This is an optimization exercise on Yosys and OpenROAD, whose aim is small area, a short achievable clock period and few clock cycles, not a production implementation. In this exercise RTL edits were held to simulation tests only and were not proved equivalent to the original. Power and IR drop assume default switching activity.

Setup of oak:
==> flow/design.v <==
package sme_pkg;
    typedef logic [7:0] char_t;
    localparam char_t char_any   = 8'h2E;  
    localparam char_t char_head  = 8'h5E;  
    localparam char_t char_tail  = 8'h24;  
    localparam char_t char_space = 8'h20;
    typedef enum logic [1:0] {
        st_idle = 2'd0,
        st_scan = 2'd1,
        st_done = 2'd2
    } engine_state_t;
endpackage
module sme #(
    parameter int max_string_len  = 32,
    parameter int max_pattern_len = 8
) (
    input  logic                                 clk,
    input  logic                                 reset,
    input  sme_pkg::char_t                       chardata,
    input  logic                                 isstring,
    input  logic                                 ispattern,
    output logic                                 valid,
    output logic                                 match,
    output logic [$clog2(max_string_len)-1:0]    match_index
);
    localparam int N     = max_string_len;
    localparam int P     = max_pattern_len;
    localparam int idx_w = $clog2(N);
    localparam int len_w = $clog2(N + 1);
    localparam int cnt_w = $clog2(P + 1);
    sme_pkg::char_t   mem [N];
    logic [len_w-1:0] str_len;
    logic             isstring_d;
    logic             s_first;   
    logic [N:0]   at_len;    
    logic [N-1:0] in_str;    
    logic [N-1:0] is_sp;     
    logic [N-1:0] eq;        
    logic [N-1:0] we;
    assign s_first = isstring && !isstring_d;
    always_comb begin
        for (int j = 0; j <= N; j++) at_len[j] = (str_len == len_w'(j));
        for (int j = 0; j < N; j++) begin
            in_str[j] = (str_len > len_w'(j));
            is_sp[j]  = (mem[j] == sme_pkg::char_space);
            eq[j]     = (mem[j] == chardata);
            we[j]     = at_len[j];
        end
        we[0] = at_len[0] || s_first;
    end
    always_ff @(posedge clk or posedge reset) begin
        if (reset) begin
            isstring_d <= 1'b0;
            str_len    <= '0;
        end else begin
            isstring_d <= isstring;
            if (isstring) begin
                if (!isstring_d) str_len <= len_w'(1);
                else if (str_len != len_w'(N)) str_len <= str_len + 1'b1;
            end
        end
    end
    always_ff @(posedge clk) begin
        for (int j = 0; j < N; j++) begin
            if (we[j]) mem[j] <= chardata;
        end
    end
    logic [N:0]       e_vec;
    logic [cnt_w-1:0] raw_cnt;    
    logic [cnt_w-1:0] core_cnt;   
    logic             head_pend;
    logic             last_tail;  
    logic             tail_found;
    logic [idx_w-1:0] tail_pos;   
    logic             over;       
    logic r_first, c_dot, c_head, c_tail, head_first;
    logic [N:0] pre, cur, step_ok, e_next, head_ok, tail_mask, tail_vec;
    logic [cnt_w-1:0] core_pre;
    assign r_first    = (raw_cnt == '0);
    assign c_dot      = (chardata == sme_pkg::char_any);
    assign c_head     = (chardata == sme_pkg::char_head);
    assign c_tail     = (chardata == sme_pkg::char_tail);
    assign head_first = r_first && c_head;
    assign core_pre   = r_first ? '0 : core_cnt;
    always_comb begin
        pre = e_vec | {(N+1){r_first}};
        head_ok[0] = 1'b1;
        for (int j = 1; j <= N; j++) head_ok[j] = in_str[j-1] && is_sp[j-1];
        cur = pre & ((head_pend && !r_first) ? head_ok : '1);
        for (int j = 0; j < N; j++) begin
            step_ok[j]   = cur[j] && in_str[j];
            tail_mask[j] = at_len[j] || (in_str[j] && is_sp[j]);
        end
        step_ok[N]   = 1'b0;
        tail_mask[N] = at_len[N];
        e_next[0] = 1'b0;
        for (int j = 1; j <= N; j++) e_next[j] = step_ok[j-1] && (c_dot || eq[j-1]);
        tail_vec = cur & tail_mask;
    end
    function automatic logic [idx_w-1:0] first_set(input logic [N+1:0] v);
        first_set = '0;
        for (int j = N + 1; j >= 0; j--) begin
            if (v[j]) first_set = idx_w'(j);
        end
    endfunction
    always_ff @(posedge clk) begin
        if (!ispattern) begin
            raw_cnt <= '0;
        end else if (raw_cnt != cnt_w'(P)) begin
            raw_cnt <= raw_cnt + 1'b1;
        end
        over <= ispattern && (raw_cnt == cnt_w'(P));
    end
    always_ff @(posedge clk) begin
        e_vec      <= e_next | {(N+1){head_first}};
        core_cnt   <= core_pre + cnt_w'(!head_first);
        head_pend  <= head_first;
        last_tail  <= c_tail;
        tail_found <= |tail_vec;
        tail_pos   <= first_set({tail_vec, 1'b0});
    end
    logic             res_found;
    logic [idx_w-1:0] res_pos;
    assign res_found = last_tail ? tail_found : (head_pend || (|e_vec));
    assign res_pos   = last_tail ? tail_pos : (head_pend ? '0 : first_set({1'b0, e_vec}));
    always_ff @(posedge clk or posedge reset) begin
        if (reset) begin
            valid <= 1'b0;
        end else begin
            valid <= !ispattern && (raw_cnt != '0);
        end
    end
    always_ff @(posedge clk) begin
        if (!over) begin
            match       <= res_found;
            match_index <= res_found ? res_pos - idx_w'(core_cnt) : '0;
        end
    end
endmodule
clock: 10.0 ns
lec_check: 0
cap_margin: 20
core_margin: 2
core_utilization: 55
cts_buf_list: sky130_fd_sc_hd__clkbuf_4 sky130_fd_sc_hd__clkbuf_8
cts_cluster_diameter: 60
cts_cluster_size: 16
slew_margin: 20
standard.sh (not shown) runs the stock make flow with config.mk's settings and CLKGATE_MAP_FILE= SYNTH_SCRIPT=/design/flow/synth_recipe.tcl, a recipe that flattens the netlist after the stock synthesis.
==> flow/flow/run.sh <==
#!/bin/bash
# Standard ORFS layout, with repair_timing aiming for extra setup slack.
set -euo pipefail
bash standard.sh SETUP_SLACK_MARGIN=6.85 finish > standard_flow.log 2>&1
Testbench counts of oak, summed over its fixed seeds: cycles 8,566.
The following lists how pine was set up differently from oak:
diff --git a/flow/design.v b/flow/design.v
--- a/flow/design.v
+++ b/flow/design.v
@@ -68,5 +68,5 @@
     logic [N:0]       e_vec;
     logic [cnt_w-1:0] raw_cnt;    
-    logic [cnt_w-1:0] core_cnt;   
+    logic             had_head;   
     logic             head_pend;
     logic             last_tail;  
@@ -76,5 +76,5 @@
     logic r_first, c_dot, c_head, c_tail, head_first;
     logic [N:0] pre, cur, step_ok, e_next, head_ok, tail_mask, tail_vec;
-    logic [cnt_w-1:0] core_pre;
+    logic [cnt_w-1:0] core_cnt;   
     assign r_first    = (raw_cnt == '0);
     assign c_dot      = (chardata == sme_pkg::char_any);
@@ -82,7 +82,7 @@
     assign c_tail     = (chardata == sme_pkg::char_tail);
     assign head_first = r_first && c_head;
-    assign core_pre   = r_first ? '0 : core_cnt;
+    assign core_cnt   = raw_cnt - cnt_w'(had_head);
     always_comb begin
-        pre = e_vec | {(N+1){r_first}};
+        pre = e_vec | {(N+1){r_first || head_pend}};
         head_ok[0] = 1'b1;
         for (int j = 1; j <= N; j++) head_ok[j] = in_str[j-1] && is_sp[j-1];
@@ -113,6 +113,6 @@
     end
     always_ff @(posedge clk) begin
-        e_vec      <= e_next | {(N+1){head_first}};
-        core_cnt   <= core_pre + cnt_w'(!head_first);
+        e_vec      <= e_next;
+        had_head   <= r_first ? head_first : had_head;
         head_pend  <= head_first;
         last_tail  <= c_tail;
pine completed every stage of the flow, and the final layout passed the timing, DRC and antenna checks. oak finished all stages; the layout is clean. Per the comparison of pine with oak, share of cell area taken by flip-flops and latches went up 1.2 points; proportion of layout cells with a drive suffix above 1 -1.5 points. Of oak and pine, the higher proportion of final cell area spent on non-clock buffers belongs to oak. Compare oak and pine | global-route usage lower: pine. pine ends up with a worst setup slack that is 0.0070 ns lower than in oak. [compare] base=oak new=pine: clock skew went up, post-route clock period utilization barely changed, met2 track demand over resource went down, non-clock buffer count decreased by 10 relative to the old numbers, cell area moved down. oak -> pine: hold buffer count at cts delta 0, exact match.
Testbench counts of pine, summed over its fixed seeds: cycles 8,566.

Starts from the design.v that is shown in full above.
export LEC_CHECK = 0
export CAP_MARGIN = 20
export CORE_MARGIN = 2
export CORE_UTILIZATION = 55
export CTS_BUF_LIST = sky130_fd_sc_hd__clkbuf_4 sky130_fd_sc_hd__clkbuf_8
export CTS_CLUSTER_DIAMETER = 60
export CTS_CLUSTER_SIZE = 16
export SLEW_MARGIN = 20
create_clock -name core_clock -period 10.0 [get_ports {clk}]
==> flow/flow/run.sh <==
#!/bin/bash
# Standard ORFS layout, with repair_timing aiming for extra setup slack.
set -euo pipefail
bash standard.sh SETUP_SLACK_MARGIN=7 finish > standard_flow.log 2>&1
Testbench counts at the start, summed over its fixed seeds: cycles 8,566.
Rerun with:
--- a/flow/design.v
+++ b/flow/design.v
@@ -67,7 +67,7 @@
     end
     logic [N:0]       e_vec;
     logic [cnt_w-1:0] raw_cnt;    
-    logic [cnt_w-1:0] core_cnt;   
+    logic             had_head;   
     logic             head_pend;
     logic             last_tail;  
     logic             tail_found;
@@ -75,15 +75,15 @@
     logic             over;       
     logic r_first, c_dot, c_head, c_tail, head_first;
     logic [N:0] pre, cur, step_ok, e_next, head_ok, tail_mask, tail_vec;
-    logic [cnt_w-1:0] core_pre;
+    logic [cnt_w-1:0] core_cnt;   
     assign r_first    = (raw_cnt == '0);
     assign c_dot      = (chardata == sme_pkg::char_any);
     assign c_head     = (chardata == sme_pkg::char_head);
     assign c_tail     = (chardata == sme_pkg::char_tail);
     assign head_first = r_first && c_head;
-    assign core_pre   = r_first ? '0 : core_cnt;
+    assign core_cnt   = raw_cnt - cnt_w'(had_head);
     always_comb begin
-        pre = e_vec | {(N+1){r_first}};
+        pre = e_vec | {(N+1){r_first || head_pend}};
         head_ok[0] = 1'b1;
         for (int j = 1; j <= N; j++) head_ok[j] = in_str[j-1] && is_sp[j-1];
         cur = pre & ((head_pend && !r_first) ? head_ok : '1);
@@ -112,8 +112,8 @@
         over <= ispattern && (raw_cnt == cnt_w'(P));
     end
     always_ff @(posedge clk) begin
-        e_vec      <= e_next | {(N+1){head_first}};
-        core_cnt   <= core_pre + cnt_w'(!head_first);
+        e_vec      <= e_next;
+        had_head   <= r_first ? head_first : had_head;
         head_pend  <= head_first;
         last_tail  <= c_tail;
         tail_found <= |tail_vec;
=> Combinational power falls by about a fifth; power went up slightly; sequential share of layout area went up by 1.2 points; die area fell slightly; maximum frequency is about the same; global-route usage drops by 0.60 points; synthesized area decreases slightly; worst setup slack gains 0.0040 ns; wire length barely changes; hold slack is better by 0.010 ns; design area went down by a few percent.
Testbench counts after the change, summed over its fixed seeds: cycles 8,566.

## static timing again, ports no longer ideal
Ports are ideal in the flow. The routed layouts listed here were re-timed in OpenROAD.
Step 1 sets driving cells, clkbuf_16 on the clock port and buf_2 on the other inputs (assumed; they add their load-dependent delay and slew).
Step 2 times the ports against the registers' clock, not the clock port: input delays grow and output delays shrink by t, the midpoint of the rising clock arrivals with the driver on.
Slacks: no drivers / after step 1 / after step 2; pairs: no drivers / after step 1.
run | t (ns) | slack for setup (ns) | worst hold slack (ns) | worst setup path at the end | cell pins on the clock port's net
oak | 0.669 | 6.873 / 6.823 / 6.258 | 0.506 / 0.506 / 0.506 | input to register | 1
pine | 0.657 | 6.866 / 6.835 / 6.354 | 0.520 / 0.520 / 0.520 | input to register | 1
the first run of note 2 | 0.661 | 6.805 / 6.798 / 6.296 | 0.518 / 0.518 / 0.518 | input to register | 1
the second run of note 2 | 0.668 | 6.809 / 6.809 / 6.405 | 0.528 / 0.528 / 0.528 | input to register | 1
After both steps every run listed still meets setup and hold. For oak, which loses most, drivers alone change the setup slack by -0.050 ns; drivers and shift together by -0.615 ns.
